This is an optimization exercise on Yosys and OpenROAD, whose aim is small area, a short achievable clock period and few clock cycles per item, not a production implementation.
In this exercise RTL edits were held to simulation tests only and were not proved equivalent to the original.

[flow/design.v]
module page_table_translate_lru_fifo_core #(
	parameter int MAX_ENTRIES = 16,
	parameter int ADDR_BITS   = 16
) (
	input  logic        clk,
	input  logic        arst_n,
	input  logic        push,
	output logic        full,
	input  logic [15:0] virtual_address,
	output logic        empty,
	input  logic        pop,
	output logic        fault,
	output logic [3:0]  frame,
	output logic [19:0] physical_address,
	input  logic        cfg_valid,
	output logic        cfg_ready,
	input  logic [1:0]  cfg_index,
	input  logic [15:0] cfg_data
);
	logic [15:0] ps_q;    
	logic [4:0]  n_q;     
	logic        pol_q;   
	logic [17:0] ps3_q;   
	assign cfg_ready = 1'b1;
	always_ff @(posedge clk or negedge arst_n) begin
		if (!arst_n) begin
			ps_q  <= 16'd256;
			n_q   <= 5'd16;
			pol_q <= 1'b0;
		end else if (cfg_valid) begin
			case (cfg_index)
				2'd0: ps_q <= (cfg_data == 16'd0) ? 16'd1 : cfg_data;
				2'd1: n_q <= (cfg_data[4:0] == 5'd0) ? 5'd1 :
				             (cfg_data[4] && (cfg_data[3:0] != 4'd0)) ? 5'd16 : cfg_data[4:0];
				2'd2: pol_q <= cfg_data[0];
				default: begin
				end
			endcase
		end
	end
	always_ff @(posedge clk) begin
		ps3_q <= {2'b00, ps_q} + {1'b0, ps_q, 1'b0};
	end
	logic [16:0] ps2;
	assign ps2 = {ps_q, 1'b0};
	logic adv;       
	logic hv_q, kv_q;
	assign adv   = !kv_q;
	assign full  = kv_q;
	assign empty = !hv_q;
	localparam logic [8:1] REGM = 8'b1111_1110;
	logic [15:0] xi [1:8], xs [1:8], xr [1:8];
	logic [15:0] qi [1:8], qs [1:8], qr [1:8];
	logic        vi [1:8], vr [1:8];
	genvar k;
	generate
		for (k = 1; k <= 8; k++) begin : g_div
			localparam int J = 16 - 2 * k;  
			localparam int W = 2 * k;       
			logic [W-1:0] t;
			logic [W:0]   d1, d2, d3;
			logic         c1, c2, c3;
			logic         z1, z2, z3;
			logic [W-1:0] nt;
			logic [1:0]   qb;
			logic [W-1:0] p3;   
			if (k == 1) begin : g_in
				assign xi[k] = virtual_address;
				assign qi[k] = 16'd0;
				assign vi[k] = push;
			end else if (REGM[k-1]) begin : g_reg
				assign xi[k] = xr[k-1];
				assign qi[k] = qr[k-1];
				assign vi[k] = vr[k-1];
			end else begin : g_comb
				assign xi[k] = xs[k-1];
				assign qi[k] = qs[k-1];
				assign vi[k] = vi[k-1];
			end
			assign t  = xi[k][15:J];
			assign z1 = (W >= 16) ? 1'b1 : (ps_q  >> W) == 16'd0;
			assign z2 = (ps2 >> W) == 17'd0;
			if (k <= 2) begin : g_z3
				assign p3 = ps_q[W-1:0] + {ps_q[W-2:0], 1'b0};
				assign z3 = (ps_q <= 16'(((1 << W) - 1) / 3));
			end else begin : g_z3r
				assign z3 = (ps3_q >> W) == 18'd0;
				assign p3 = ps3_q[W-1:0];
			end
			assign d1 = {1'b0, t} - {1'b0, ps_q[W-1:0]};
			assign d2 = {1'b0, t} - {1'b0, ps2[W-1:0]};
			assign d3 = {1'b0, t} - {1'b0, p3};
			assign c1 = z1 && !d1[W];
			assign c2 = z2 && !d2[W];
			assign c3 = z3 && !d3[W];
			assign qb = c3 ? 2'd3 : c2 ? 2'd2 : c1 ? 2'd1 : 2'd0;
			assign nt = c3 ? d3[W-1:0] : c2 ? d2[W-1:0] : c1 ? d1[W-1:0] : t;
			if (J > 0) begin : g_lo
				assign xs[k] = {nt, xi[k][J-1:0]};
			end else begin : g_last
				assign xs[k] = nt;
			end
			assign qs[k] = qi[k] | (16'(qb) << J);
			if (REGM[k]) begin : g_ff
				always_ff @(posedge clk or negedge arst_n) begin
					if (!arst_n) begin
						vr[k] <= 1'b0;
					end else if (adv) begin
						vr[k] <= vi[k];
					end
				end
				always_ff @(posedge clk) begin
					if (adv) begin
						xr[k] <= xs[k];
						qr[k] <= qs[k];
					end
				end
			end
		end
	endgenerate
	logic [15:0] e_pg [16];
	logic [3:0]  e_fr [16];
	logic [4:0]  vc_q;      
	logic [15:0] vm_q;      
	logic        ft_q;      
	logic [15:0] pre_d;
	logic        prv_d;
	logic [15:0] pre_q;
	logic        prv_q;
	logic [15:0] ush_q;     
	logic [15:0] uwt_q;     
	logic [15:0] pg_t;
	assign pg_t = qr[8];
	genvar j;
	generate
		for (j = 0; j < 16; j++) begin : g_pre
			assign pre_d[j] = (e_pg[j] == qs[8]);
		end
	endgenerate
	assign prv_d = (pg_t == qs[8]);
	logic        tp;        
	logic [15:0] eq, ge, first, top, inst, sh, wt;
	logic        hit, lru_hit, evict, install, rot;
	logic [3:0]  hf, nf;
	assign tp = adv && vr[8];
	always_comb begin
		for (int i = 0; i < 16; i++) begin
			if (ush_q[i]) eq[i] = pre_q[(i + 1) % 16];
			else if (uwt_q[i]) eq[i] = prv_q;
			else eq[i] = pre_q[i];
		end
		eq = eq & vm_q;
		ge[0] = eq[0];
		for (int i = 1; i < 16; i++) ge[i] = ge[i-1] | eq[i];
		first[0] = eq[0];
		for (int i = 1; i < 16; i++) first[i] = eq[i] & !ge[i-1];
		for (int i = 0; i < 15; i++) top[i] = vm_q[i] & !vm_q[i+1];
		top[15] = vm_q[15];
		inst[0] = !vm_q[0];
		for (int i = 1; i < 16; i++) inst[i] = vm_q[i-1] & !vm_q[i];
		hit     = ge[15];
		lru_hit = hit && !pol_q;
		evict   = !hit && ft_q;
		install = !hit && !ft_q;
		rot     = lru_hit || evict;
		for (int i = 0; i < 15; i++) sh[i] = tp && vm_q[i+1] && (evict || (lru_hit && ge[i]));
		sh[15] = 1'b0;
		for (int i = 0; i < 16; i++) wt[i] = tp && ((rot && top[i]) || (install && inst[i]));
		hf = 4'd0;
		for (int i = 0; i < 16; i++) hf = hf | (first[i] ? e_fr[i] : 4'd0);
		nf = install ? vc_q[3:0] : (hit ? hf : e_fr[0]);
	end
	always_ff @(posedge clk) begin
		for (int i = 0; i < 16; i++) begin
			if (sh[i]) begin
				e_pg[i] <= e_pg[(i + 1) % 16];
				e_fr[i] <= e_fr[(i + 1) % 16];
			end else if (wt[i]) begin
				e_pg[i] <= pg_t;
				e_fr[i] <= nf;
			end
		end
	end
	logic [4:0]  vc_inc;
	logic [15:0] vm_same, vm_inc;
	assign vc_inc = vc_q + 5'd1;
	always_comb begin
		for (int i = 0; i < 16; i++) begin
			vm_same[i] = (5'(i) < vc_q)   && (5'(i) < n_q);
			vm_inc[i]  = (5'(i) < vc_inc) && (5'(i) < n_q);
		end
	end
	always_ff @(posedge clk or negedge arst_n) begin
		if (!arst_n) begin
			vc_q <= 5'd0;
			vm_q <= 16'd0;
			ft_q <= 1'b0;
		end else if (tp && install) begin
			vc_q <= vc_inc;
			vm_q <= vm_inc;
			ft_q <= (vc_inc >= n_q);
		end else begin
			vm_q <= vm_same;
			ft_q <= (vc_q >= n_q);
		end
	end
	logic        r_v_q, r_fault_q;
	logic [3:0]  r_frame_q;
	logic [15:0] r_off_q;
	always_ff @(posedge clk or negedge arst_n) begin
		if (!arst_n) begin
			r_v_q <= 1'b0;
		end else if (adv) begin
			r_v_q <= vr[8];
		end
	end
	always_ff @(posedge clk) begin
		if (adv) begin
			pre_q     <= pre_d;
			prv_q     <= prv_d;
			ush_q     <= sh;
			uwt_q     <= wt;
			r_fault_q <= !hit;
			r_frame_q <= nf;
			r_off_q   <= xr[8];
		end
	end
	logic [19:0] phys_d;
	logic [17:0] m_lo, m_hi;
	always_comb begin
		case (r_frame_q[1:0])
			2'd0: m_lo = 18'd0;
			2'd1: m_lo = {2'b00, ps_q};
			2'd2: m_lo = {1'b0, ps2};
			default: m_lo = ps3_q;
		endcase
		case (r_frame_q[3:2])
			2'd0: m_hi = 18'd0;
			2'd1: m_hi = {2'b00, ps_q};
			2'd2: m_hi = {1'b0, ps2};
			default: m_hi = ps3_q;
		endcase
	end
	assign phys_d = r_fault_q ? 20'd0 : ({4'd0, r_off_q} + {2'd0, m_lo} + {m_hi, 2'b00});
	logic        h_fault_q, k_fault_q;
	logic [3:0]  h_frame_q, k_frame_q;
	logic [19:0] h_phys_q, k_phys_q;
	logic        rpush, hpop;
	assign rpush = adv && r_v_q;
	assign hpop  = pop && hv_q;
	always_ff @(posedge clk or negedge arst_n) begin
		if (!arst_n) begin
			hv_q <= 1'b0;
			kv_q <= 1'b0;
		end else begin
			if (hpop) begin
				hv_q <= kv_q || rpush;
				kv_q <= 1'b0;
			end else if (rpush) begin
				hv_q <= 1'b1;
				kv_q <= hv_q;
			end
		end
	end
	always_ff @(posedge clk) begin
		if (hpop && kv_q) begin
			h_fault_q <= k_fault_q;
			h_frame_q <= k_frame_q;
			h_phys_q  <= k_phys_q;
		end else if (rpush && (hpop || !hv_q)) begin
			h_fault_q <= r_fault_q;
			h_frame_q <= r_frame_q;
			h_phys_q  <= phys_d;
		end
		if (rpush && hv_q && !hpop) begin
			k_fault_q <= r_fault_q;
			k_frame_q <= r_frame_q;
			k_phys_q  <= phys_d;
		end
	end
	assign fault            = h_fault_q;
	assign frame            = h_frame_q;
	assign physical_address = h_phys_q;
endmodule
[flow/config.mk]
export PLATFORM = sky130hd
export DESIGN_NAME = page_table_translate_lru_fifo_core
export DESIGN_NICKNAME = page_table_translate_lru_fifo_core
export VERILOG_FILES = /design/flow/design.v
export SDC_FILE = /design/flow/constraint.sdc
export NUM_CORES = 4
export LEC_CHECK = 0
export ABC_CLOCK_PERIOD_IN_PS = 4000
export CAP_MARGIN = 20
export CORE_MARGIN = 2
export CORE_UTILIZATION = 55
export CTS_CLUSTER_DIAMETER = 90
export CTS_CLUSTER_SIZE = 25
export SETUP_SLACK_MARGIN = 2.7
export SLEW_MARGIN = 20
export TNS_END_PERCENT = 0
[flow/run.sh]
#!/bin/bash
# synth_recipe.tcl (not shown) runs the flow's synth.tcl, then flattens the netlist and writes it again
# the make line also repeats each setting of config.mk as NAME=value (left out here)
make -C /OpenROAD-flow-scripts/flow DESIGN_CONFIG=/design/flow/config.mk WORK_HOME=/design/flow/orfs CLKGATE_MAP_FILE= SYNTH_SCRIPT=/design/flow/synth_recipe.tcl finish
[flow/constraint.sdc]
create_clock -name core_clock -period 6.5 [get_ports {clk}]
set_input_delay 1.3000 -clock core_clock [delete_from_list [all_inputs] [get_ports {clk}]]
set_output_delay 1.3000 -clock core_clock [all_outputs]
set_load 0.01 [all_outputs]
==> results of run 1 <==
cell families after synthesis:
kind of cell | after synthesis | share of synthesized area
AO/OA/AOI/OAI | 741 | 0.110
XOR/XNOR | 431 | 0.0851
adder cells (fa/ha/maj) | 314 | 0.0952
buffers and inverters | 332 | 0.0334
flip-flops | 693 | 0.459
multiplexers | 429 | 0.115
other | 1 | 0.0000846
AND/OR/NAND/NOR | 914 | 0.101
metal layers:
layer | track usage | vias up | share of wire
met5 | 0 | - | 0.00011
met2 | 0.510 | 757 | 0.51
li1 | - | 14337 | -
met3 | 0.0242 | 193 | 0.038
met4 | 0.0921 | 2 | 0.035
met1 | 0.362 | 15200 | 0.42
critical path, cell delays in order:
cell	delay (ns)
clkdlybuf4s50_1	0.42
inv_2	0.11
ha_1	0.15
inv_1	0.07
fa_1	0.37
nand3_1	0.11
mux2i_1	0.19
mux2i_1	0.11
mux2_2	0.32
ha_1	0.32
o21a_1	0.12
o21a_2	0.24
o211ai_1	0.15
o21ai_0	0.10
mux2_2	0.27
stage by stage:
stage	setup WS [ns]	hold WS [ns]	utilization
after detailed placement	1.48	0.405	0.575
after global placement	1.45	0.400	0.575
final	2.51	0.404	0.603
after CTS	2.47	0.402	0.596
after global routing	2.38	0.410	0.603
after floorplan	0.876	0.400	-
synthesized netlist by cell type, types with 12 or more instances:
master | n | share of area
a22oi_1 | 44 | 0.0075
nand3_1 | 76 | 0.0086
inv_1 | 170 | 0.014
buf_6 | 22 | 0.0056
a21o_1 | 48 | 0.0081
nand2_1 | 246 | 0.021
o21ai_0 | 198 | 0.022
xnor2_1 | 184 | 0.036
and3_1 | 22 | 0.0031
o211ai_1 | 26 | 0.0044
o21a_1 | 47 | 0.0080
clkbuf_1 | 113 | 0.0096
and2_1 | 15 | 0.0021
nor4_1 | 41 | 0.0058
mux2_4 | 92 | 0.031
or2_2 | 21 | 0.0030
mux2_2 | 264 | 0.067
o22ai_1 | 13 | 0.0018
nor3_1 | 88 | 0.0099
fa_1 | 39 | 0.018
nand4_1 | 28 | 0.0040
a21boi_0 | 22 | 0.0037
dfrtp_1 | 52 | 0.029
dfxtp_1 | 18 | 0.0081
nand2b_1 | 73 | 0.010
or3_1 | 13 | 0.0018
ha_1 | 275 | 0.078
a31oi_1 | 26 | 0.0037
o31ai_1 | 17 | 0.0029
a211oi_1 | 35 | 0.0059
edfxtp_1 | 621 | 0.42
xor2_1 | 247 | 0.049
o211a_1 | 12 | 0.0027
nor2b_1 | 64 | 0.0090
nor2_1 | 195 | 0.017
buf_2 | 12 | 0.0014
a21oi_1 | 143 | 0.016
mux2i_1 | 72 | 0.016
final cells by class:
cell class	count	area (um^2)	area share
clock buffer	49	1030	0.0214
antenna	1	2.50	0.0000518
inverter	170	668	0.0138
sequential	693	20400	0.422
clock inverter	12	138	0.00285
multi-input combinational	2835	23000	0.475
tap	1060	1330	0.0275
timing repair buffer	195	1810	0.0376
flip-flops by register name, indices dropped and copies added, names as in the netlist, 7 cells and up:
register / cells
e_fr: 64
e_pg: 256
h_phys_q: 20
k_phys_q: 20
pre_q: 16
ps3_q: 18
ps_q: 16
qr: 70
r_off_q: 16
ush_q: 15
uwt_q: 16
vm_q: 16
vr: 7
xr: 112
worst paths after layout:
| check | startpoint | to | slack, ns |
|---|---|---|---|
| hold / removal | qr[4][8] | qr[5][8] | 0.40 |
| setup / recovery | virtual_address[14] | xr[2][13] | 2.51 |
| min in group asynchronous | arst_n | hv_q | 0.83 |
| hold reg to reg | qr[4][8] | qr[5][8] | 0.40 |
| setup reg to reg | r_frame_q[3] | h_phys_q[17] | 2.56 |
| max in group asynchronous | arst_n | ps_q[0] | 5.03 |
repair_timing:
| action | CTS | global route |
|---|---|---|
| cloned | 3 | 5 |
| endpoints found under the setup margin | 693 | 649 |
| resized for setup | 71 | 60 |
| setup buffers | 23 | 30 |
| pin swaps | 10 | 29 |
==> flow_summary.toml, run 1 <==
[run_status]
status = "complete, no violations"

[worst_setup_path]
worst-setup-path-type = "input port to flop"
startpoint_type = "input port"
end_kind = "flop"
crit_required_ns = 6.87
r2r.worst_path.cells = 17
cp_max_fo = 7
arrival_ns = 4.35

[routing]
drc = 0
post_drt_via_cell_ratio = 6.08
wl_um = 119000
vias = 30489
drtIter0Drc = 1910
postRouteAntennaNets = 0
wire_per_inst_um = 23.8
drtPass1Iterations = 5

[timing]
hold_viol = 0
slew-limit-headroom = 0.260
period_minus_slack_ns = 3.99
rsz0062_at_grt = "true"
fmax_mhz = 251
slew_viol_final = 0
tns_ns = 0
finalCritPeriodShare = 0.613
setup_viol = 0
tightest_slew_ns = 1.11
finClkSkew_ns = 0.0311

[synthesis]
syn-instance-count = 3855
yosysSeqAreaShare = 0.459
synth-main-ff-cell = "edfxtp_1"
synth_cell_type_count = 94
async_flop_share = 0.0779
syn_area_um2 = 44300
syn_area_per_cell_um2 = 11.5
syn-num-nets = 4208
ys_warn_count = 11
synth_edf_count = 621
synth.ff_latch_count = 693

[cells_and_area]
finish.instance_area_um2 = 48300
drive_above_1_share = 0.173
final_common_cell = "edfxtp_1"
fillers = 6502
syn_to_final_growth_pct = 8.98
stdcell_count = 5015
nets = 4285
final_cell_mix = "edfxtp_1 (621), ha_1 (269), mux2_2 (264)"

[global_route]
grt_pass1_vias = 30753
antenna_found_initial = 1
overflow = 0
track_usage = 0.284
grt_max_degree = 156
grt_pass1_wl_um = 182000

[cts]
htree_levels = 2
clock_path_buffers = 3
cts_root_buf = "clkbuf_16"
clock-sinks = 693
clk-insertion-delay-late_ns = 0.60
numCtsBuffers = 37
cts_hold_buf = 0
cts_tree = "yes"
clkTransAtPathRegs_ns = 0.10

[floorplan]
core_area_um2 = 80200
die_x_um = 288
die-area_um2 = 82900
start_util = 0.553
die_h_um = 288
io_pins = 67
fp-row-count = 104

[placement]
gp_congestion = 0.939
hpwlAfterDp_um = 85700
dp.cells = 4890
post_dp_cell_area_um2 = 46100
io_buffers = 65

[min_path]
hold_depth = 0
hp-class = "flop to flop"

[flow_run]
drv_cap = 0
Testbench counts, summed over its fixed seeds: cycles 8,211, items 7,251.
==> run 2: changes to the inputs <==
--- a/flow/config.mk
+++ b/flow/config.mk
@@ -13,4 +13,4 @@
 export CTS_CLUSTER_SIZE = 25
-export SETUP_SLACK_MARGIN = 2.7
+export SETUP_SLACK_MARGIN = 2.8
 export SLEW_MARGIN = 20
-export TNS_END_PERCENT = 0
+export TNS_END_PERCENT = 10
==> run 2 against run 1 <==
  * Clock skew shrank 0.00058 ns
  * Die area is the same
  * Count of clock-buffer cells in the layout shrank 6
  * Via count grew 3.0%
  * Global-route usage grew 1.2 points
  * Register-to-register slack lost 0.05 ns
  * Critical path type is now flop to flop
  * Maximum frequency shrank 0.16%
  * Critical path depth shrank 3
  * Wire length grew 7.5%
  * First-iteration DRC count grew 10%
  * Synthesized area is the same
==> flow_summary.toml, run 2 <==
[timing]
hold_viol = 0
finClkSkew_ns = 0.0305
rsz0062_at_grt = "true"
slew-limit-headroom = 0.0746
setup_ws_ns = 2.51
tns_ns = 0
tightest_slew_ns = 1.39
fmax_mhz = 250
period_minus_slack_ns = 3.99
setup_viol = 0
finalCritPeriodShare = 0.614
slew_viol_final = 0

[synthesis]
synth_commonest_cells = "edfxtp_1 (621), ha_1 (275), mux2_2 (264)"
synth_edf_count = 621
synth_compound_area_frac = 0.110
syn-instance-count = 3855
yosys-top-cells-area = "edfxtp_1 (42%), ha_1 (7.8%), mux2_2 (6.7%)"
synthSimpleGateAreaFrac = 0.101
yosysSeqAreaShare = 0.459
synth_top_area_cell = "edfxtp_1"
synthMuxAreaShare = 0.115
ys_warn_count = 11
synth.ff_latch_count = 693
syn_area_per_cell_um2 = 11.5
yosysMostFrequentCell = "edfxtp_1"
synthAdderAreaFrac = 0.0952
yosysTopAreaCellShare = 0.421
synth-main-ff-cell = "edfxtp_1"
syn_area_um2 = 44300
synth_top_family_by_area = "multiplexers"
syn-num-nets = 4208
synth_cell_type_count = 94
async_flop_share = 0.0779
synthXorXnorAreaFrac = 0.0851

[worst_setup_path]
cp_max_fo = 11
r2r-start = "prv_q"
crit_required_ns = 6.81
crit_chain = "buf_6 > mux2_2 > o211a_2 > and4b_2 > and4_4 > and3_4 > buf_12 > mux2i_4 > buf_12 > nand2_8 > o22ai_1 > or2_4"
end_kind = "flop"
reg2reg_slack_ns = 2.51
crit_top_cell = "buf_12"
max_stage_delay_ns = 0.62
critPathSlowestCell = "o22ai_1"
startpoint_type = "flop"
arrival_ns = 4.31
r2r.worst_path.cells = 12
timing.rr.end = "e_pg[10][10]"
worst-setup-path-type = "flop to flop"

[cells_and_area]
drive_above_1_share = 0.203
nets = 4367
top_register = "e_pg"
top_regs = "e_pg: 256 flops, xr: 112 flops, qr: 70 flops"
finish.instance_area_um2 = 49800
final_common_cell = "edfxtp_1"
fillers = 6407
final_cell_mix = "edfxtp_1 (621), ha_1 (261), mux2_2 (260)"
largest_reg_flops = 256
syn_to_final_growth_pct = 12.4
antenna_cells = 0
stdcell_count = 5097

[cts]
cts_hold_buf = 0
numCtsBuffers = 39
clk-insertion-delay-late_ns = 0.62
clock-sinks = 693
clkTransAtPathRegs_ns = 0.10
clock_path_buffers = 3
cts_root_buf = "clkbuf_16"
cts_tree = "yes"
htree_levels = 2

[flow_run]
drv_cap = 0

[routing]
post_drt_via_cell_ratio = 6.16
drtPass1Iterations = 5
wire_per_inst_um = 25.1
drc = 0
drtIter0Drc = 2110
wl_um = 128000
vias = 31415
postRouteAntennaNets = 0

[placement]
io_buffers = 65
pre_cts_ws_ns = 1.44
gp_congestion = 0.893
post_dp_cell_area_um2 = 46100
hpwlAfterDp_um = 86600
dp.cells = 4890

[floorplan]
start_util = 0.553
die_h_um = 288
die-area_um2 = 82900
fp-row-count = 104
die_x_um = 288
core_area_um2 = 80200
io_pins = 67

[global_route]
antenna_found_initial = 0
overflow = 0
grt_max_degree = 151
grt_pass1_vias = 31571
grt_pass1_wl_um = 189000
track_usage = 0.296

[min_path]
hp-class = "flop to flop"
min_from = "xr[8][4]"
hold_end = "r_off_q[4]"
hold_depth = 0

[run_status]
status = "complete, no violations"
==> run 2: cell counts after synthesis <==
No cell type changed its count.
==> run 2: layer usage <==
| layer | up-vias | track usage | share of wire |
|---|---|---|---|
| li1 | 14500 | - | - |
| met1 | 15747 | 0.370 | 0.41 |
| met2 | 884 | 0.522 | 0.51 |
| met3 | 284 | 0.0275 | 0.037 |
| met4 | 0 | 0.129 | 0.050 |
| met5 | - | 0 | 0 |
==> run 2: worst max path at each step <==
stage,startpoint,endpoint,slack (ns),cells past startpoint
global route,prv_q,e_pg[9][11],2.48,13
global placement,virtual_address[15],xr[2][13],1.36,14
detailed placement,virtual_address[15],xr[2][13],1.44,14
floorplan,kv_q,e_fr[2][0],0.88,7
CTS,prv_q,e_fr[14][2],2.52,11
finish,prv_q,e_pg[10][10],2.51,12
==> run 2: final cells by class <==
cell class                 count  area (um^2)  area share
tap                         1060         1330      0.0266
sequential                   693        20400       0.409
inverter                     170          672      0.0135
clock inverter                21          238     0.00477
timing repair buffer         258         2600      0.0523
clock buffer                  43          991      0.0199
multi-input combinational   2852        23600       0.474
==> run 2: logic make-up (layout without fill, tap and decap cells) <==
family	count (synthesis)	in the layout
flip-flops	693	693
multiplexers	429	429
adder cells (fa/ha/maj)	314	314
other	1	1
XOR/XNOR	431	431
AND/OR/NAND/NOR	914	930
buffers and inverters	332	492
AO/OA/AOI/OAI	741	747
==> run 2: worst max-delay path: cells and delay by family, from the launching register on <==
| family | cells | cell delay, ns |
|---|---|---|
| mux | 2 | 0.49 |
| compound gates | 2 | 0.98 |
| flops | 1 | 0.47 |
| buf+inv | 3 | 0.45 |
| simple gates | 5 | 1.29 |
==> run 2: timing repair <==
action,CTS,global route
pin swaps,44,22
gates cloned,10,24
buffers inserted,51,58
resized for setup,150,116
endpoints found under the setup margin,730,694
==> run 2: through the flow <==
stage / utilization / hold slack (ns)
6_report: 0.621 / 0.408
5_1_grt: 0.621 / 0.423
4_1_cts: 0.604 / 0.416
3_5_place_dp: 0.575 / 0.405
3_3_place_gp: 0.575 / 0.400
2_1_floorplan: - / 0.400
==> run 3: changes to the inputs <==
--- a/flow/config.mk
+++ b/flow/config.mk
@@ -7,3 +7,3 @@
 export LEC_CHECK = 0
-export ABC_CLOCK_PERIOD_IN_PS = 4000
+export ABC_CLOCK_PERIOD_IN_PS = 5000
 export CAP_MARGIN = 20
@@ -11,6 +11,6 @@
 export CORE_UTILIZATION = 55
-export CTS_CLUSTER_DIAMETER = 90
-export CTS_CLUSTER_SIZE = 25
-export SETUP_SLACK_MARGIN = 2.8
+export CTS_CLUSTER_DIAMETER = 100
+export CTS_CLUSTER_SIZE = 30
+export SETUP_SLACK_MARGIN = 2.7
 export SLEW_MARGIN = 20
-export TNS_END_PERCENT = 10
+export TNS_END_PERCENT = 5
==> run 3 against run 2 <==
  * Still clean on timing, DRC and antenna
  * Worst setup slack improved by 0.086 ns
  * Wire length fell by 5.4%
  * Register-to-register slack improved by 0.09 ns
  * Synthesized cell count did not move
  * Die area is the same
  * Sequential share of layout area is 1.1 points higher
  * Critical path depth is 2 higher
  * Critical path type unchanged
==> flow_summary.toml, run 3 <==
[synthesis]
syn_area_um2 = 44300
synth_top_family_by_area = "multiplexers"
synthXorXnorAreaFrac = 0.0851
synth-main-ff-cell = "edfxtp_1"
syn-instance-count = 3855
yosysSeqAreaShare = 0.459
synth.ff_latch_count = 693
async_flop_share = 0.0779
synthAdderAreaFrac = 0.0952
synth_edf_count = 621
ys_warn_count = 11
synth_top_area_cell = "edfxtp_1"
synth_compound_area_frac = 0.110
yosys-top-cells-area = "edfxtp_1 (42%), ha_1 (7.8%), mux2_2 (6.7%)"
synth_cell_type_count = 94
syn-num-nets = 4208
yosysTopAreaCellShare = 0.421
synthMuxAreaShare = 0.115
synth_commonest_cells = "edfxtp_1 (621), ha_1 (275), mux2_2 (264)"
yosysMostFrequentCell = "edfxtp_1"
synthSimpleGateAreaFrac = 0.101
syn_area_per_cell_um2 = 11.5

[floorplan]
io_pins = 67
die-area_um2 = 82900
fp-row-count = 104
die_h_um = 288
core_area_um2 = 80200
start_util = 0.553
die_x_um = 288

[global_route]
antenna_found_initial = 2
grt_pass1_vias = 31606
track_usage = 0.287
overflow = 0
grt_pass1_wl_um = 184000
grt_max_degree = 67

[worst_setup_path]
critPathSlowestCell = "or4b_2"
arrival_ns = 4.33
critPathTopFamily = "compound AO/OA/AOI/OAI gates"
max_stage_delay_ns = 0.61
worst-setup-path-type = "flop to flop"
critPathBufInv = 4
startpoint_type = "flop"
cp_max_fo = 12
crit_required_ns = 6.93
end_kind = "flop"
crit_chain = "buf_12 > clkinvlp_4 > buf_4 > buf_8 > ha_1 > nor2b_1 > o31a_1 > o41a_1 > o21a_1 > a31oi_2 > o21bai_1 > nand4b_1 > or4b_2 > a22o_1"

[cells_and_area]
largest_reg_flops = 256
finish.instance_area_um2 = 48500
antenna_cells = 0
nets = 4296
fillers = 6599
final_common_cell = "edfxtp_1"
final_cell_mix = "edfxtp_1 (621), ha_1 (265), mux2_2 (264)"
top_regs = "e_pg: 256 flops, xr: 112 flops, qr: 70 flops"
syn_to_final_growth_pct = 9.29
drive_above_1_share = 0.179
top_register = "e_pg"
stdcell_count = 5028

[timing]
fmax_mhz = 256
hold_viol = 0
tightest_slew_ns = 1.10
finalCritPeriodShare = 0.601
slew_viol_final = 0
tns_ns = 0
finClkSkew_ns = 0.0369
slew-limit-headroom = 0.268
rsz0062_at_grt = "true"
setup_viol = 0
period_minus_slack_ns = 3.91

[routing]
drtPass1Iterations = 5
drc = 0
wire_per_inst_um = 24.1
post_drt_via_cell_ratio = 6.09
vias = 30614
wl_um = 121000
drtIter0Drc = 1932
postRouteAntennaNets = 0

[cts]
cts_hold_buf = 0
clock-sinks = 693
clkTransAtPathRegs_ns = 0.11
numCtsBuffers = 31
htree_levels = 1
cts_root_buf = "clkbuf_16"
clock_path_buffers = 3
clk-insertion-delay-late_ns = 0.68
cts_tree = "yes"

[min_path]
hp-class = "flop to flop"

[placement]
io_buffers = 65
gp_congestion = 0.917
post_dp_cell_area_um2 = 46100
hpwlAfterDp_um = 86500
dp.cells = 4891

[run_status]
status = "complete, no violations"

[flow_run]
drv_cap = 0
## run 3: changes by cell type in the layout (fill, tap and decap cells not counted), sizes merged, moves of 2 or more
cell    previous run  this run
inv              176       170
buf              186       139
o311a              3         1
nand2b            78        73
o211a             17        14
clkbuf            49        43
## run 3: final cells by class
type	count	area, um^2	share of cell area
timing repair buffer	206	1930	0.0399
clock inverter	16	185	0.00382
sequential	693	20400	0.420
clock buffer	42	837	0.0173
inverter	170	669	0.0138
multi-input combinational	2841	23100	0.477
tap	1060	1330	0.0274
## run 3: worst paths after layout
check                          start        end  slack [ns]  depth (start not counted)
max                          ps_q[1]  xr[8][15]        2.59                         14
min                        qr[6][15]  qr[7][15]        0.42                          0
max reg2reg                  ps_q[1]  xr[8][15]        2.59                         14
min reg2reg                qr[6][15]  qr[7][15]        0.42                          0
max in group asynchronous     arst_n    ps_q[0]        5.14                          2
min in group asynchronous     arst_n    vc_q[3]        0.78                          2
## run 3: timing repair
item / in CTS / in global routing
gates resized for setup: 118 / 42
setup endpoints to repair: 714 / 649
pin swaps: 35 / 19
cloned: 7 / 7
setup buffers: 54 / 11
## run 3: stage by stage
stage | setup WS (ns) | hold WS, ns | util
floorplan | 0.876 | 0.400 | -
global placement | 1.48 | 0.400 | 0.575
detailed placement | 1.37 | 0.405 | 0.575
CTS | 2.47 | 0.408 | 0.601
global route | 2.46 | 0.424 | 0.604
finish | 2.59 | 0.415 | 0.604
## run 3: cell families (layout without fill, tap and decap cells)
kind of cell / Yosys count / after routing
flops: 693 / 693
fa+ha+maj: 314 / 314
xor+xnor: 431 / 431
mux: 429 / 429
buf+inv: 332 / 434
compound gates: 741 / 742
other cells: 1 / 1
simple gates: 914 / 924
## run 3: routing by layer
layer	GRT usage	wire length, um	vias to the layer above
li1	-	-	14344
met1	0.354	49600	15195
met2	0.518	61600	816
met3	0.0212	4520	255
met4	0.119	5370	4
met5	0	29	-
==> run 4: changes to the inputs <==
--- a/flow/design.v
+++ b/flow/design.v
@@ -129,4 +129,5 @@
 	logic        prv_q;
-	logic [15:0] ush_q;     
-	logic [15:0] uwt_q;     
+	logic [15:0] ugm_q;
+	logic        urot_q, uwr_q;
+	logic [15:0] ush, uwt;
 	logic [15:0] pg_t;
@@ -146,5 +147,10 @@
 	always_comb begin
+		for (int i = 0; i < 15; i++) top[i] = vm_q[i] & !vm_q[i+1];
+		top[15] = vm_q[15];
+		for (int i = 0; i < 15; i++) ush[i] = urot_q && ugm_q[i] && vm_q[i+1];
+		ush[15] = 1'b0;
+		uwt = top & {16{uwr_q}};
 		for (int i = 0; i < 16; i++) begin
-			if (ush_q[i]) eq[i] = pre_q[(i + 1) % 16];
-			else if (uwt_q[i]) eq[i] = prv_q;
+			if (ush[i]) eq[i] = pre_q[(i + 1) % 16];
+			else if (uwt[i]) eq[i] = prv_q;
 			else eq[i] = pre_q[i];
@@ -156,4 +162,2 @@
 		for (int i = 1; i < 16; i++) first[i] = eq[i] & !ge[i-1];
-		for (int i = 0; i < 15; i++) top[i] = vm_q[i] & !vm_q[i+1];
-		top[15] = vm_q[15];
 		inst[0] = !vm_q[0];
@@ -220,4 +224,5 @@
 			prv_q     <= prv_d;
-			ush_q     <= sh;
-			uwt_q     <= wt;
+			ugm_q     <= ge | {16{evict}};
+			urot_q    <= tp && rot;
+			uwr_q     <= tp && (rot || install);
 			r_fault_q <= !hit;
--- a/flow/config.mk
+++ b/flow/config.mk
@@ -7,3 +7,3 @@
 export LEC_CHECK = 0
-export ABC_CLOCK_PERIOD_IN_PS = 5000
+export ABC_CLOCK_PERIOD_IN_PS = 4000
 export CAP_MARGIN = 20
@@ -11,4 +11,4 @@
 export CORE_UTILIZATION = 55
-export CTS_CLUSTER_DIAMETER = 100
-export CTS_CLUSTER_SIZE = 30
+export CTS_CLUSTER_DIAMETER = 90
+export CTS_CLUSTER_SIZE = 25
 export SETUP_SLACK_MARGIN = 2.7
==> run 4 against run 3 <==
  * Core utilization grew 1.9 points
  * Still clean on timing, DRC and antenna
  * Synthesized cell count grew 0.23%
  * Via count grew 3.3%
  * Critical path type unchanged
  * Critical endpoint is now h_phys_q[18]
==> flow_summary.toml, run 4 <==
[run_status]
status = "complete, no violations"

[min_path]
hold_depth = 0
min_from = "qr[2][15]"
hold_end = "qr[3][15]"
hp-class = "flop to flop"

[worst_setup_path]
max_stage_delay_ns = 0.46
end_kind = "flop"
crit_required_ns = 6.86
cp_max_fo = 6
r2r.worst_path.cells = 18
startpoint_type = "flop"
critPathTopFamily = "compound AO/OA/AOI/OAI gates"
arrival_ns = 4.51
reg2reg_slack_ns = 2.35
critPathSlowestCell = "edfxtp_1"
critPathBufInv = 4
timing.rr.end = "h_phys_q[18]"
crit_chain = "buf_12 > nor2b_4 > buf_6 > buf_6 > a22oi_2 > fa_1 > inv_2 > ha_4 > and3_4 > a221o_1 > nor2_1 > o21a_1 > o21bai_4 > a2111oi_4 > o31ai_1 > a21oi_1 > xor2_1 > o31ai_1"
worst-setup-path-type = "flop to flop"
r2r-start = "r_frame_q[3]"

[timing]
rsz0062_at_grt = "true"
hold_ws_ns = 0.412
hold_viol = 0
slew-limit-headroom = 0.225
finClkSkew_ns = 0.0320
finalCritPeriodShare = 0.638
tns_ns = 0
slew_viol_final = 0
tightest_slew_ns = 1.16
setup_viol = 0
fmax_mhz = 241
period_minus_slack_ns = 4.15

[cells_and_area]
final_common_cell = "edfxtp_1"
drive_above_1_share = 0.188
top_regs = "e_pg: 256 flops, xr: 112 flops, qr: 70 flops"
stdcell_count = 5110
antenna_cells = 0
syn_to_final_growth_pct = 12.8
top_register = "e_pg"
largest_reg_flops = 256
final_cell_mix = "edfxtp_1 (607), xor2_1 (257), ha_1 (256)"
nets = 4376

[floorplan]
fp-row-count = 104
core_area_um2 = 80200
io_pins = 67
die-area_um2 = 82800
die_h_um = 288
die_x_um = 288
start_util = 0.553

[synthesis]
async_flop_share = 0.0795
synth_commonest_cells = "edfxtp_1 (607), ha_1 (275), xor2_1 (257)"
yosys-top-cells-area = "edfxtp_1 (41%), ha_1 (7.8%), mux2_4 (5.4%)"
syn-instance-count = 3864
syn-num-nets = 4217
yosysMostFrequentCell = "edfxtp_1"
synth.ff_latch_count = 679
yosysTopAreaCellShare = 0.411
synth_cell_type_count = 90
synth_top_area_cell = "edfxtp_1"
synth-main-ff-cell = "edfxtp_1"
synth_edf_count = 607
ys_warn_count = 11
syn_area_um2 = 44300
yosysSeqAreaShare = 0.450
syn_area_per_cell_um2 = 11.5

[routing]
postRouteAntennaNets = 0
drtIter0Drc = 2647
drtPass1Iterations = 5
post_drt_via_cell_ratio = 6.19
vias = 31632
wire_per_inst_um = 24.7
drc = 0
wl_um = 126000

[cts]
clk-insertion-delay-late_ns = 0.62
cts_tree = "yes"
clock-sinks = 679
clock_path_buffers = 3
cts_hold_buf = 0
cts_root_buf = "clkbuf_16"
numCtsBuffers = 40
htree_levels = 2
clkTransAtPathRegs_ns = 0.10

[placement]
hpwlAfterDp_um = 84200
io_buffers = 65
dp.cells = 4894
gp_congestion = 0.931

[global_route]
overflow = 0
grt_pass1_vias = 31229
antenna_found_initial = 1
track_usage = 0.298
grt_pass1_wl_um = 189000
grt_max_degree = 177

[flow_run]
drv_cap = 0

[power]
run 4: changes by cell type in the layout (fill, tap and decap cells not counted), sizes merged, moves of 18 or more:
cell and change:
or3 +29, nor3 -27, buf +65, xnor2 -23, o21ai +34, nand3 +19
o21a -18, nand2 -21, nand4b +20, nor2 -26
run 4: layout make-up:
| type | count | area [um^2] |
|---|---|---|
| tap | 1060 | 1330 |
| multi-input combinational | 2846 | 24000 |
| timing repair buffer | 272 | 2660 |
| clock inverter | 21 | 231 |
| sequential | 679 | 20000 |
| clock buffer | 48 | 1070 |
| timing repair inverter | 1 | 11.3 |
| fill | 6456 | 30200 |
| inverter | 183 | 732 |
run 4: logic make-up after synthesis:
group | Yosys count | share of synthesized area
other cells | 1 | 0.0000847
xor+xnor | 418 | 0.0826
simple gates | 902 | 0.105
flops | 679 | 0.450
buf+inv | 353 | 0.0359
mux | 423 | 0.119
compound gates | 774 | 0.112
fa+ha+maj | 314 | 0.0953
run 4: how the worst max path moves through the flow:
stage	startpoint	slack, ns	cells after the start	end
3_5_place_dp	uwr_q	1.23	10	e_pg[11][7]
5_1_grt	r_frame_q[3]	2.19	18	h_phys_q[18]
2_1_floorplan	kv_q	0.47	2	h_fault_q
6_report	r_frame_q[3]	2.35	18	h_phys_q[18]
4_1_cts	r_frame_q[3]	2.35	17	h_phys_q[19]
3_3_place_gp	virtual_address[14]	1.42	15	xr[2][13]
run 4: repair_timing:
item,4_1_cts,5_1_grt
endpoints found under the setup margin,767,715
buffers inserted,78,50
pin swaps,34,63
gates resized for setup,156,150
gates cloned,13,5
run 4: metal layers:
metal | global-route usage | routed length [um] | vias to the layer above
li1 | - | - | 14597
met1 | 0.384 | 52400 | 15740
met2 | 0.511 | 62400 | 1015
met3 | 0.0262 | 5560 | 280
met4 | 0.132 | 6030 | 0
met5 | 0 | 0 | -
run 4: metrics by stage:
stage | area, um^2 | worst slack (ns) | util
after floorplan | 44300 | 0.467 | -
after global placement | 46100 | 1.42 | 0.575
after detailed placement | 46100 | 1.23 | 0.575
after CTS | 48900 | 2.35 | 0.610
after global routing | 50000 | 2.19 | 0.623
final | 50000 | 2.35 | 0.623
Testbench counts of run 4, summed over its fixed seeds: cycles 8,211, items 7,251.
==> run 5: changes to the inputs <==
--- a/flow/design.v
+++ b/flow/design.v
@@ -20,5 +20,22 @@
 	logic [15:0] ps_q;    
+	logic [15:0] psn_q;   
+	logic [17:0] ps3_q;   
+	logic [8:1]  z1_q, z2_q, z3_q;
 	logic [4:0]  n_q;     
 	logic        pol_q;   
-	logic [17:0] ps3_q;   
+	logic [15:0] ps_d;
+	logic [17:0] ps3_d;
+	logic [8:1]  z1_d, z2_d, z3_d, z1_r, z2_r, z3_r;
+	assign ps_d  = (cfg_data == 16'd0) ? 16'd1 : cfg_data;
+	assign ps3_d = {2'b00, ps_d} + {1'b0, ps_d, 1'b0};
+	always_comb begin
+		for (int i = 1; i <= 8; i++) begin
+			z1_d[i] = ((ps_d >> (2 * i)) == 16'd0);
+			z2_d[i] = ((ps_d >> (2 * i - 1)) == 16'd0);
+			z3_d[i] = ((ps3_d >> (2 * i)) == 18'd0);
+			z1_r[i] = ((16'd256 >> (2 * i)) == 16'd0);
+			z2_r[i] = ((16'd256 >> (2 * i - 1)) == 16'd0);
+			z3_r[i] = ((18'd768 >> (2 * i)) == 18'd0);
+		end
+	end
 	assign cfg_ready = 1'b1;
@@ -27,2 +44,7 @@
 			ps_q  <= 16'd256;
+			psn_q <= ~16'd256;
+			ps3_q <= 18'd768;
+			z1_q  <= z1_r;
+			z2_q  <= z2_r;
+			z3_q  <= z3_r;
 			n_q   <= 5'd16;
@@ -31,3 +53,10 @@
 			case (cfg_index)
-				2'd0: ps_q <= (cfg_data == 16'd0) ? 16'd1 : cfg_data;
+				2'd0: begin
+					ps_q  <= ps_d;
+					psn_q <= ~ps_d;
+					ps3_q <= ps3_d;
+					z1_q  <= z1_d;
+					z2_q  <= z2_d;
+					z3_q  <= z3_d;
+				end
 				2'd1: n_q <= (cfg_data[4:0] == 5'd0) ? 5'd1 :
@@ -39,5 +68,2 @@
 		end
-	end
-	always_ff @(posedge clk) begin
-		ps3_q <= {2'b00, ps_q} + {1'b0, ps_q, 1'b0};
 	end
@@ -65,3 +91,2 @@
 			logic [1:0]   qb;
-			logic [W-1:0] p3;   
 			if (k == 1) begin : g_in
@@ -79,15 +104,15 @@
 			end
+			logic [15:0] pk;    
+			if (k >= 6) begin : g_psn
+				assign pk = ~psn_q;
+			end else begin : g_ps
+				assign pk = ps_q;
+			end
 			assign t  = xi[k][15:J];
-			assign z1 = (W >= 16) ? 1'b1 : (ps_q  >> W) == 16'd0;
-			assign z2 = (ps2 >> W) == 17'd0;
-			if (k <= 2) begin : g_z3
-				assign p3 = ps_q[W-1:0] + {ps_q[W-2:0], 1'b0};
-				assign z3 = (ps_q <= 16'(((1 << W) - 1) / 3));
-			end else begin : g_z3r
-				assign z3 = (ps3_q >> W) == 18'd0;
-				assign p3 = ps3_q[W-1:0];
-			end
-			assign d1 = {1'b0, t} - {1'b0, ps_q[W-1:0]};
-			assign d2 = {1'b0, t} - {1'b0, ps2[W-1:0]};
-			assign d3 = {1'b0, t} - {1'b0, p3};
+			assign z1 = z1_q[k];
+			assign z2 = z2_q[k];
+			assign z3 = z3_q[k];
+			assign d1 = {1'b0, t} - {1'b0, pk[W-1:0]};
+			assign d2 = {1'b0, t} - {1'b0, pk[W-2:0], 1'b0};
+			assign d3 = {1'b0, t} - {1'b0, ps3_q[W-1:0]};
 			assign c1 = z1 && !d1[W];
@@ -129,5 +154,4 @@
 	logic        prv_q;
-	logic [15:0] ugm_q;
-	logic        urot_q, uwr_q;
-	logic [15:0] ush, uwt;
+	logic [15:0] ush_q;     
+	logic [15:0] uwt_q;     
 	logic [15:0] pg_t;
@@ -147,10 +171,5 @@
 	always_comb begin
-		for (int i = 0; i < 15; i++) top[i] = vm_q[i] & !vm_q[i+1];
-		top[15] = vm_q[15];
-		for (int i = 0; i < 15; i++) ush[i] = urot_q && ugm_q[i] && vm_q[i+1];
-		ush[15] = 1'b0;
-		uwt = top & {16{uwr_q}};
 		for (int i = 0; i < 16; i++) begin
-			if (ush[i]) eq[i] = pre_q[(i + 1) % 16];
-			else if (uwt[i]) eq[i] = prv_q;
+			if (ush_q[i]) eq[i] = pre_q[(i + 1) % 16];
+			else if (uwt_q[i]) eq[i] = prv_q;
 			else eq[i] = pre_q[i];
@@ -162,2 +181,4 @@
 		for (int i = 1; i < 16; i++) first[i] = eq[i] & !ge[i-1];
+		for (int i = 0; i < 15; i++) top[i] = vm_q[i] & !vm_q[i+1];
+		top[15] = vm_q[15];
 		inst[0] = !vm_q[0];
@@ -224,5 +245,4 @@
 			prv_q     <= prv_d;
-			ugm_q     <= ge | {16{evict}};
-			urot_q    <= tp && rot;
-			uwr_q     <= tp && (rot || install);
+			ush_q     <= sh;
+			uwt_q     <= wt;
 			r_fault_q <= !hit;
--- a/flow/config.mk
+++ b/flow/config.mk
@@ -10,5 +10,4 @@
 export CORE_MARGIN = 2
-export CORE_UTILIZATION = 55
-export CTS_CLUSTER_DIAMETER = 90
-export CTS_CLUSTER_SIZE = 25
+export CORE_UTILIZATION = 65
+export PLACE_DENSITY = 0.72
 export SETUP_SLACK_MARGIN = 2.7
==> run 5 against run 4 <==
  * Worst setup slack lost 0.054 ns
  * Worst hold slack better by 0.0041 ns
  * Final cell count increased by 2.7%
  * Register-to-register slack better by 0.13 ns
  * Synthesized cell count is 5.3% higher
  * Via count increased by 8.9%
  * Count of clock-buffer cells in the layout grew 52
  * Non-clock buffer count stayed put
  * Wire length is 7.0% higher
  * Die area fell by 12%
  * Largest cell class unchanged
==> flow_summary.toml, run 5 <==
[cts]
cts_root_buf = "clkbuf_16"
clock-sinks = 730
clkTransAtPathRegs_ns = 0.06
htree_levels = 3
cts_tree = "yes"
clock_path_buffers = 3
cts_hold_buf = 0
clk-insertion-delay-late_ns = 0.66
numCtsBuffers = 79

[synthesis]
yosysTopAreaCellShare = 0.407
syn-instance-count = 4067
synth_commonest_cells = "edfxtp_1 (621), mux2_2 (331), xnor2_1 (277)"
syn_area_um2 = 45800
yosysMostFrequentCell = "edfxtp_1"
yosys-top-cells-area = "edfxtp_1 (41%), mux2_2 (8.1%), ha_1 (7.4%)"
async_flop_share = 0.149
synth_cell_type_count = 92
synth_top_area_cell = "edfxtp_1"
syn-num-nets = 4414
ys_warn_count = 11
yosysSeqAreaShare = 0.468
synth_edf_count = 621
syn_area_per_cell_um2 = 11.3
synth-main-ff-cell = "edfxtp_1"
synth.ff_latch_count = 730

[floorplan]
die_h_um = 269
start_util = 0.655
die_x_um = 269
core_area_um2 = 69900
io_pins = 67
die-area_um2 = 72600
fp-row-count = 97

[run_status]
status = "complete, no violations"

[worst_setup_path]
worst-setup-path-type = "input port to flop"
arrival_ns = 4.77
cp_max_fo = 4
crit_required_ns = 7.07
reg2reg_slack_ns = 2.48
r2r-start = "psn_q[0]"
end_kind = "flop"
cp-startpoint = "cfg_data[0]"
startpoint_type = "input port"

[timing]
tns_ns = 0
hold_viol = 0
period_minus_slack_ns = 4.20
finClkSkew_ns = 0.0279
rsz0062_at_grt = "true"
setup_ws_ns = 2.30
setup_viol = 0
slew-limit-headroom = 0.255
fmax_mhz = 238
finalCritPeriodShare = 0.647
slew_viol_final = 0
tightest_slew_ns = 1.12

[cells_and_area]
nets = 4592
largest_reg_flops = 256
fillers = 4543
drive_above_1_share = 0.219
top_register = "e_pg"
fin_util = 0.750
top_regs = "e_pg: 256 flops, xr: 112 flops, qr: 70 flops"
multi_input_area_um2 = 24000
final_cell_mix = "edfxtp_1 (621), mux2_2 (331), xnor2_1 (277)"
syn_to_final_growth_pct = 14.5
regArea_um2 = 21400
final_common_cell = "edfxtp_1"

[placement]
gp_congestion = 0.947
hpwlAfterDp_um = 91900
io_buffers = 65
pre_cts_ws_ns = 0.427

[global_route]
grt_max_degree = 162
grt_pass1_wl_um = 201000
antenna_found_initial = 4
overflow = 0
track_usage = 0.360
grt_pass1_vias = 34777

[routing]
wl_um = 135000
wire_per_inst_um = 25.8
drtIter0Drc = 3621
postRouteAntennaNets = 0
vias = 34447
drtPass1Iterations = 6
drc = 0
post_drt_via_cell_ratio = 6.56

[min_path]
hp-class = "flop to flop"
min_from = "qr[4][8]"

[flow_run]
drv_cap = 0
run 5: through the flow:
stage	hold WS [ns]	cells	area, um^2
3_3_place_gp	0.401	4990	47700
4_1_cts	0.414	5197	51400
3_5_place_dp	0.405	4990	47700
6_report	0.416	5250	52400
2_1_floorplan	0.400	4067	45800
5_1_grt	0.423	5249	52400
run 5: worst max-delay path, stage by stage:
cell and delay (ns):
clkdlybuf4s15_1 0.24, or3b_4 0.41, or3_4 0.46, buf_12 0.17, nand2_8 0.07, buf_4 0.12
fa_2 0.23, nor2b_4 0.05, o31ai_4 0.25, a31oi_2 0.17, buf_4 0.17, o211ai_1 0.22
o211ai_1 0.16, and4bb_4 0.39, buf_6 0.10, nand4_1 0.11, o21ai_1 0.15
run 5: timing repair:
action,CTS,global route
endpoints found under the setup margin,791,678
buffers inserted,60,49
gates resized for setup,198,135
cloned,2,2
pin swaps,40,33
run 5: area by class of cell:
class,count,share of cell area
Antenna cell,1,0.0000477
Clock buffer,100,0.0394
Clock inverter,45,0.0114
Inverter,207,0.0159
Multi-Input combinational cell,2955,0.457
Sequential cell,730,0.409
Tap cell,940,0.0224
Timing Repair Buffer,272,0.0451
run 5: path summary, 6_finish.rpt:
path                        endpoint  depth (start not counted)
setup / recovery             z3_q[1]                         17
hold reg to reg             qr[5][8]                          0
max in group asynchronous    ps_q[0]                          2
hold / removal              qr[5][8]                          0
setup reg to reg           pre_q[12]                         13
min in group asynchronous    vc_q[3]                          1
run 5: cells by family after synthesis:
logic type	share of synthesized area
muxes	0.102
DFF	0.468
other	0.0000819
buffers and inverters	0.0333
AOI/OAI and AO/OA	0.127
adders and majority gates	0.0906
xor gates and xnor gates	0.0775
and+or+nand+nor	0.103
run 5: per-layer routing:
layer / global-route usage / vias up / wire length, um
met5: 0 / - / 33
met2: 0.611 / 1583 / 66100
met4: 0.249 / 6 / 10100
met1: 0.423 / 16919 / 50100
met3: 0.0538 / 503 / 8810
li1: - / 15436 / -
Testbench counts of run 5, summed over its fixed seeds: cycles 8,211, items 7,251.
==> run 6: changes to the inputs <==
--- a/flow/config.mk
+++ b/flow/config.mk
@@ -10,4 +10,3 @@
 export CORE_MARGIN = 2
-export CORE_UTILIZATION = 65
-export PLACE_DENSITY = 0.72
+export CORE_UTILIZATION = 55
 export SETUP_SLACK_MARGIN = 2.7
==> run 6 against run 5 <==
  * First-iteration DRC count is 33% lower
  * Wire length is 0.92% lower
  * Final cell count is 3.1% higher
  * Synthesized cell count stayed put
  * Register-to-register slack better by 0.15 ns
  * Clock skew is 0.0031 ns lower
  * Critical path type unchanged
==> flow_summary.toml, run 6 <==
[run_status]
status = "complete, no violations"

[global_route]
met3_usage = 0.0354
met1_usage = 0.374
overflow = 0
grt.busiest_layer = "met2"
grt_pass1_vias = 33810
grt_max_degree = 158
use_met2 = 0.543
track_usage = 0.309
antenna_found_initial = 6
grt_pass1_wl_um = 202000

[cts]
cts_tree = "yes"
htree_levels = 3
numCtsBuffers = 82
cts_root_buf = "clkbuf_16"
clock_path_buffers = 3
clkTransAtPathRegs_ns = 0.06
clk-insertion-delay-late_ns = 0.65
clock-sinks = 730
cts_hold_buf = 0

[synthesis]
synth-main-ff-cell = "edfxtp_1"
synthXorXnorAreaFrac = 0.0775
synthSimpleGateAreaFrac = 0.103
syn_area_um2 = 45800
synth_edf_count = 621
synth_top_area_cell = "edfxtp_1"
ys_warn_count = 11
yosysMostFrequentCell = "edfxtp_1"
synth_compound_area_frac = 0.127
yosysTopAreaCellShare = 0.407
synth_cell_type_count = 92
syn-instance-count = 4067
yosysSeqAreaShare = 0.468
syn_area_per_cell_um2 = 11.3
yosys-top-cells-area = "edfxtp_1 (41%), mux2_2 (8.1%), ha_1 (7.4%)"
synthAdderAreaFrac = 0.0906
synth_commonest_cells = "edfxtp_1 (621), mux2_2 (331), xnor2_1 (277)"
synth.ff_latch_count = 730
synth_top_family_by_area = "compound AO/OA/AOI/OAI gates"
synthMuxAreaShare = 0.102
async_flop_share = 0.149
syn-num-nets = 4414

[cells_and_area]
syn_to_final_growth_pct = 15.3
largest_reg_flops = 256
final_common_cell = "edfxtp_1"
nets = 4622
top_register = "e_pg"
top_regs = "e_pg: 256 flops, xr: 112 flops, qr: 70 flops"
final_cell_mix = "edfxtp_1 (621), mux2_2 (330), xnor2_1 (277)"
drive_above_1_share = 0.223
finish.instance_area_um2 = 52800

[timing]
setup_viol = 0
slew-limit-headroom = 0.222
slew_viol_final = 0
finClkSkew_ns = 0.0248
fmax_mhz = 242
tightest_slew_ns = 1.17
hold_viol = 0
tns_ns = 0
finalCritPeriodShare = 0.635
rsz0062_at_grt = "true"
hold_ws_ns = 0.415
period_minus_slack_ns = 4.13

[routing]
drtPass1Iterations = 7
drc = 0
wire_per_inst_um = 24.8
wl_um = 134000
drtIter0Drc = 2424
post_drt_via_cell_ratio = 6.14
postRouteAntennaNets = 0
vias = 33214

[placement]
gp_congestion = 0.950
hpwlAfterDp_um = 93900
post_dp_cell_area_um2 = 48000
io_buffers = 65

[worst_setup_path]
critPathBufInv = 3
critPathTopFamily = "simple AND/OR/NAND/NOR gates"
cp_max_fo = 5
end_kind = "flop"
crit_required_ns = 7.05
crit_top_cell = "ha_4"
startpoint_type = "input port"
worst-setup-path-type = "input port to flop"
max_stage_delay_ns = 0.49
critPathSlowestCell = "or3_4"
crit_chain = "buf_8 > inv_4 > ha_4 > or3b_4 > or3_4 > nand2b_4 > ha_4 > inv_2 > fa_2 > nor2b_4 > o31ai_4 > a31oi_2 > o21a_1 > o211ai_1 > and4bb_4 > nand3_4 > o31ai_1"
arrival_ns = 4.68

[floorplan]
io_pins = 67
die_h_um = 293
core_area_um2 = 82200
die-area_um2 = 85600
start_util = 0.557
die_x_um = 293
fp-row-count = 105

[flow_run]
drv_cap = 0

[min_path]
hp-class = "flop to flop"
==> run 6: cell counts after synthesis <==
Identical to the previous run, type by type.
==> run 6: repair_timing <==
item | CTS | global route
buffers inserted | 88 | 38
cloned | 1 | 5
gates resized for setup | 223 | 116
pin swaps | 45 | 48
endpoints found under the setup margin | 794 | 595
==> run 6: path summary, 6_finish.rpt <==
path | startpoint | to | slack, ns | depth (start not counted)
setup / recovery | cfg_data[2] | z3_q[3] | 2.37 | 17
hold / removal | xr[8][4] | r_off_q[4] | 0.41 | 0
setup reg to reg | prv_q | e_pg[6][2] | 2.63 | 13
hold reg to reg | xr[8][4] | r_off_q[4] | 0.41 | 0
max in group asynchronous | arst_n | ps_q[0] | 4.50 | 2
min in group asynchronous | arst_n | vc_q[3] | 0.70 | 1
==> run 6: metrics by stage <==
stage	utilization	setup WS, ns	std cells
global route	0.642	2.24	5410
finish	0.642	2.37	5411
global placement	0.583	0.313	5127
detailed placement	0.583	0.303	5128
CTS	0.632	2.35	5366
floorplan	-	0.244	4067
==> run 6: layer usage <==
metal | up-vias | wire, um
met2 | 1026 | 67100
met3 | 302 | 6920
met4 | 10 | 7350
li1 | 15493 | -
met1 | 16383 | 52500
met5 | - | 62
==> run 6: layout make-up <==
type / instances / area [um^2]
Antenna cell: 1 / 2.50
Clock buffer: 101 / 2170
Clock inverter: 48 / 504
Fill cell: 6360 / 29400
Inverter: 207 / 822
Multi-Input combinational cell: 2953 / 23900
Sequential cell: 730 / 21400
Tap cell: 1070 / 1340
Timing Repair Buffer: 301 / 2610
==> run 6: cells by family after synthesis <==
group,count (synthesis)
simple gates,943
flops,730
fa+ha+maj,308
mux,412
compound gates,883
xor+xnor,405
buf+inv,385
other cells,1
==> run 7: changes to the inputs <==
--- a/flow/design.v
+++ b/flow/design.v
@@ -20,2 +20,5 @@
 	logic [15:0] ps_q;    
+	logic [4:0]  n_q;     
+	logic        pol_q;   
+	logic        psw_q;   
 	logic [15:0] psn_q;   
@@ -23,17 +26,10 @@
 	logic [8:1]  z1_q, z2_q, z3_q;
-	logic [4:0]  n_q;     
-	logic        pol_q;   
-	logic [15:0] ps_d;
 	logic [17:0] ps3_d;
-	logic [8:1]  z1_d, z2_d, z3_d, z1_r, z2_r, z3_r;
-	assign ps_d  = (cfg_data == 16'd0) ? 16'd1 : cfg_data;
-	assign ps3_d = {2'b00, ps_d} + {1'b0, ps_d, 1'b0};
+	logic [8:1]  z1_d, z2_d, z3_d;
+	assign ps3_d = {2'b00, ps_q} + {1'b0, ps_q, 1'b0};
 	always_comb begin
 		for (int i = 1; i <= 8; i++) begin
-			z1_d[i] = ((ps_d >> (2 * i)) == 16'd0);
-			z2_d[i] = ((ps_d >> (2 * i - 1)) == 16'd0);
+			z1_d[i] = ((ps_q >> (2 * i)) == 16'd0);
+			z2_d[i] = ((ps_q >> (2 * i - 1)) == 16'd0);
 			z3_d[i] = ((ps3_d >> (2 * i)) == 18'd0);
-			z1_r[i] = ((16'd256 >> (2 * i)) == 16'd0);
-			z2_r[i] = ((16'd256 >> (2 * i - 1)) == 16'd0);
-			z3_r[i] = ((18'd768 >> (2 * i)) == 18'd0);
 		end
@@ -44,27 +40,26 @@
 			ps_q  <= 16'd256;
-			psn_q <= ~16'd256;
-			ps3_q <= 18'd768;
-			z1_q  <= z1_r;
-			z2_q  <= z2_r;
-			z3_q  <= z3_r;
 			n_q   <= 5'd16;
 			pol_q <= 1'b0;
-		end else if (cfg_valid) begin
-			case (cfg_index)
-				2'd0: begin
-					ps_q  <= ps_d;
-					psn_q <= ~ps_d;
-					ps3_q <= ps3_d;
-					z1_q  <= z1_d;
-					z2_q  <= z2_d;
-					z3_q  <= z3_d;
-				end
-				2'd1: n_q <= (cfg_data[4:0] == 5'd0) ? 5'd1 :
-				             (cfg_data[4] && (cfg_data[3:0] != 4'd0)) ? 5'd16 : cfg_data[4:0];
-				2'd2: pol_q <= cfg_data[0];
-				default: begin
-				end
-			endcase
+			psw_q <= 1'b0;
+		end else begin
+			psw_q <= cfg_valid && (cfg_index == 2'd0);
+			if (cfg_valid) begin
+				case (cfg_index)
+					2'd0: ps_q <= (cfg_data == 16'd0) ? 16'd1 : cfg_data;
+					2'd1: n_q <= (cfg_data[4:0] == 5'd0) ? 5'd1 :
+					             (cfg_data[4] && (cfg_data[3:0] != 4'd0)) ? 5'd16 : cfg_data[4:0];
+					2'd2: pol_q <= cfg_data[0];
+					default: begin
+					end
+				endcase
+			end
 		end
 	end
+	always_ff @(posedge clk) begin
+		psn_q <= ~ps_q;
+		ps3_q <= ps3_d;
+		z1_q  <= z1_d;
+		z2_q  <= z2_d;
+		z3_q  <= z3_d;
+	end
 	logic [16:0] ps2;
@@ -74,3 +69,3 @@
 	assign adv   = !kv_q;
-	assign full  = kv_q;
+	assign full  = kv_q || psw_q;
 	assign empty = !hv_q;
@@ -94,3 +89,3 @@
 				assign qi[k] = 16'd0;
-				assign vi[k] = push;
+				assign vi[k] = push && !psw_q;
 			end else if (REGM[k-1]) begin : g_reg
@@ -156,2 +151,4 @@
 	logic [15:0] uwt_q;     
+	logic        uev_q;     
+	logic        uin_q;     
 	logic [15:0] pg_t;
@@ -185,3 +182,5 @@
 		for (int i = 1; i < 16; i++) inst[i] = vm_q[i-1] & !vm_q[i];
-		hit     = ge[15];
+		if (uev_q) hit = (|(pre_q[15:1] & vm_q[15:1])) || prv_q;
+		else if (uin_q) hit = (|(pre_q & vm_q & ~uwt_q)) || prv_q;
+		else hit = |(pre_q & vm_q);
 		lru_hit = hit && !pol_q;
@@ -247,2 +246,4 @@
 			uwt_q     <= wt;
+			uev_q     <= tp && evict;
+			uin_q     <= tp && install;
 			r_fault_q <= !hit;
==> run 7 against run 6 <==
  * Still clean on timing, DRC and antenna
  * Flip-flop and latch count is 4 higher
  * Global-route usage down 0.53 points
  * Synthesized area fell by 0.74%
  * Register-to-register slack worse by 0.07 ns
  * Critical path type is now flop to flop
==> flow_summary.toml, run 7 <==
[run_status]
status = "complete, no violations"

[timing]
tightest_slew_ns = 1.12
finClkSkew_ns = 0.0290
finalCritPeriodShare = 0.606
hold_viol = 0
slew_viol_final = 0
tns_ns = 0
period_minus_slack_ns = 3.94

[synthesis]
ys_warn_count = 11
syn_area_per_cell_um2 = 11.3
synth.ff_latch_count = 734
synth-main-ff-cell = "edfxtp_1"
yosysSeqAreaShare = 0.467
syn-num-nets = 4356
syn_area_um2 = 45500

[worst_setup_path]
worst-setup-path-type = "flop to flop"
cp_max_fo = 8
r2r-start = "psn_q[0]"
r2r.worst_path.cells = 14
timing.rr.end = "pre_q[15]"
crit_required_ns = 6.97

[global_route]
antenna_found_initial = 1
grt_pass1_vias = 33692
overflow = 0
grt_pass1_wl_um = 199000
grt_max_degree = 106

[floorplan]
io_pins = 67
start_util = 0.554
die_x_um = 291
fp-row-count = 105

[min_path]
hold_depth = 0
hp-class = "flop to flop"
hold_end = "r_off_q[13]"

[routing]
postRouteAntennaNets = 0
vias = 32748

[cts]
cts_hold_buf = 0
clock-sinks = 734
numCtsBuffers = 83
clk-insertion-delay-late_ns = 0.66
htree_levels = 3

[cells_and_area]
top_regs = "e_pg: 256 flops, xr: 112 flops, qr: 70 flops"
final_cell_mix = "edfxtp_1 (623), ha_1 (263), xor2_1 (249)"
drive_above_1_share = 0.165
nets = 4483

[placement]
gp_congestion = 0.917
-- run 7: cell count changes in the layout (fill, tap and decap cells not counted), sizes merged, moves of 26 or more --
cell / change
inv: -31
xnor2: -128
nor2: -28
dfxtp: +56
dfstp: -27
nor3: +28
xor2: +121
nand3: +27
buf: -107
dfrtp: -27
nand2: -26
o21ai: -41
-- run 7: cells by family (layout without fill, tap and decap cells) --
logic type / after synthesis / in the layout / synth area share
multiplexers: 395 / 395 / 0.0980
flip-flops: 734 / 734 / 0.467
buffers and inverters: 342 / 532 / 0.0310
AO/OA/AOI/OAI: 846 / 848 / 0.125
other: 1 / 2 / 0.0000825
XOR/XNOR: 398 / 398 / 0.0767
adder cells (fa/ha/maj): 309 / 309 / 0.0915
AND/OR/NAND/NOR: 983 / 985 / 0.111
-- run 7: critical path, stage by stage (launching register included) --
cell and delay (ns):
dfxtp_1 0.32, clkinvlp_4 0.18, buf_4 0.15, ha_4 0.13, inv_1 0.05, fa_2 0.34
a211o_1 0.30, a21boi_2 0.27, o31ai_4 0.12, o311a_1 0.39, o41a_4 0.57, buf_12 0.20
xor2_1 0.13, or3_1 0.35, a21oi_4 0.25
-- run 7: cell type report --
type	instances	area share
multi-input cells	2936	0.457
flip-flops and latches	734	0.414
clock buffers	105	0.0435
repair buffers	203	0.0369
well taps	1070	0.0261
inverters	177	0.0139
clock inverters	47	0.00878
diodes	1	0.0000488
-- run 7: worst max-delay path by stage --
stage                           end  slack [ns]  cells past startpoint                 from
final                     pre_q[15]        2.56                     14             psn_q[0]
after detailed placement  xr[2][14]        1.36                     17  virtual_address[14]
after global placement    xr[2][14]        1.36                     17  virtual_address[14]
after global routing       pre_q[0]        2.48                     12             xr[7][0]
after floorplan           xr[2][14]        2.28                     16  virtual_address[14]
after CTS                 xr[2][14]        2.39                     17  virtual_address[14]
-- run 7: per-stage QoR --
| step | hold slack [ns] | area (um^2) | instances | worst slack, ns | util |
|---|---|---|---|---|---|
| 6_report | 0.416 | 51300 | 5273 | 2.56 | 0.626 |
| 2_1_floorplan | 0.400 | 45500 | 4008 | 2.28 | - |
| 4_1_cts | 0.416 | 51000 | 5257 | 2.39 | 0.622 |
| 5_1_grt | 0.421 | 51300 | 5272 | 2.48 | 0.626 |
| 3_3_place_gp | 0.401 | 47300 | 5046 | 1.36 | 0.577 |
| 3_5_place_dp | 0.405 | 47300 | 5046 | 1.36 | 0.577 |
-- run 7: per-layer routing --
layer  up-vias  track usage  wire [um]
li1      15236            -          -
met4         0        0.157       6900
met1     16142        0.380      52700
met5         -            0          0
met2      1055        0.523      64400
met3       315       0.0323       6220
-- run 7: repair_timing --
action / in CTS / in global routing
gates cloned: 9 / 1
resized for setup: 105 / 55
buffers inserted: 50 / 13
setup endpoints to repair: 639 / 568
pin swaps: 17 / 10
Testbench counts of run 7, summed over its fixed seeds: cycles 8,211, items 7,251.

## static timing again, ports no longer ideal
Ports are ideal in the flow. The routed layouts listed here were re-timed in OpenROAD. Step 1 sets driving cells, clkbuf_16 on the clock port and buf_2 on the other inputs (assumed; they add their load-dependent delay and slew). Step 2 times the ports against the registers' clock, not the clock port: input delays grow and output delays shrink by t, the midpoint of the rising clock arrivals with the driver on. a / b / c = ideal ports / drivers / drivers and shift; a / b = the first two.
run | t (ns) | slack for setup (ns) | worst setup path at the end | worst data-port slew with drivers (ns)
run 1 | 0.656 | 2.513 / 2.552 / 1.896 | input to register | 0.11
run 2 | 0.673 | 2.506 / 2.506 / 2.091 | input to register | 0.10
run 3 | 0.730 | 2.592 / 2.592 / 1.952 | input to register | 0.11
run 4 | 0.670 | 2.350 / 2.350 / 2.209 | input to register | 0.05
run 5 | 0.710 | 2.296 / 2.326 / 1.616 | input to register | 0.07
run 6 | 0.715 | 2.372 / 2.403 / 1.688 | input to register | 0.08
run 7 | 0.708 | 2.560 / 2.560 / 2.195 | input to register | 0.06
After both steps every run listed still meets setup and hold. The setup slack of run 6, which loses most, moves by +0.031 ns with the drivers and by -0.684 ns with both steps.
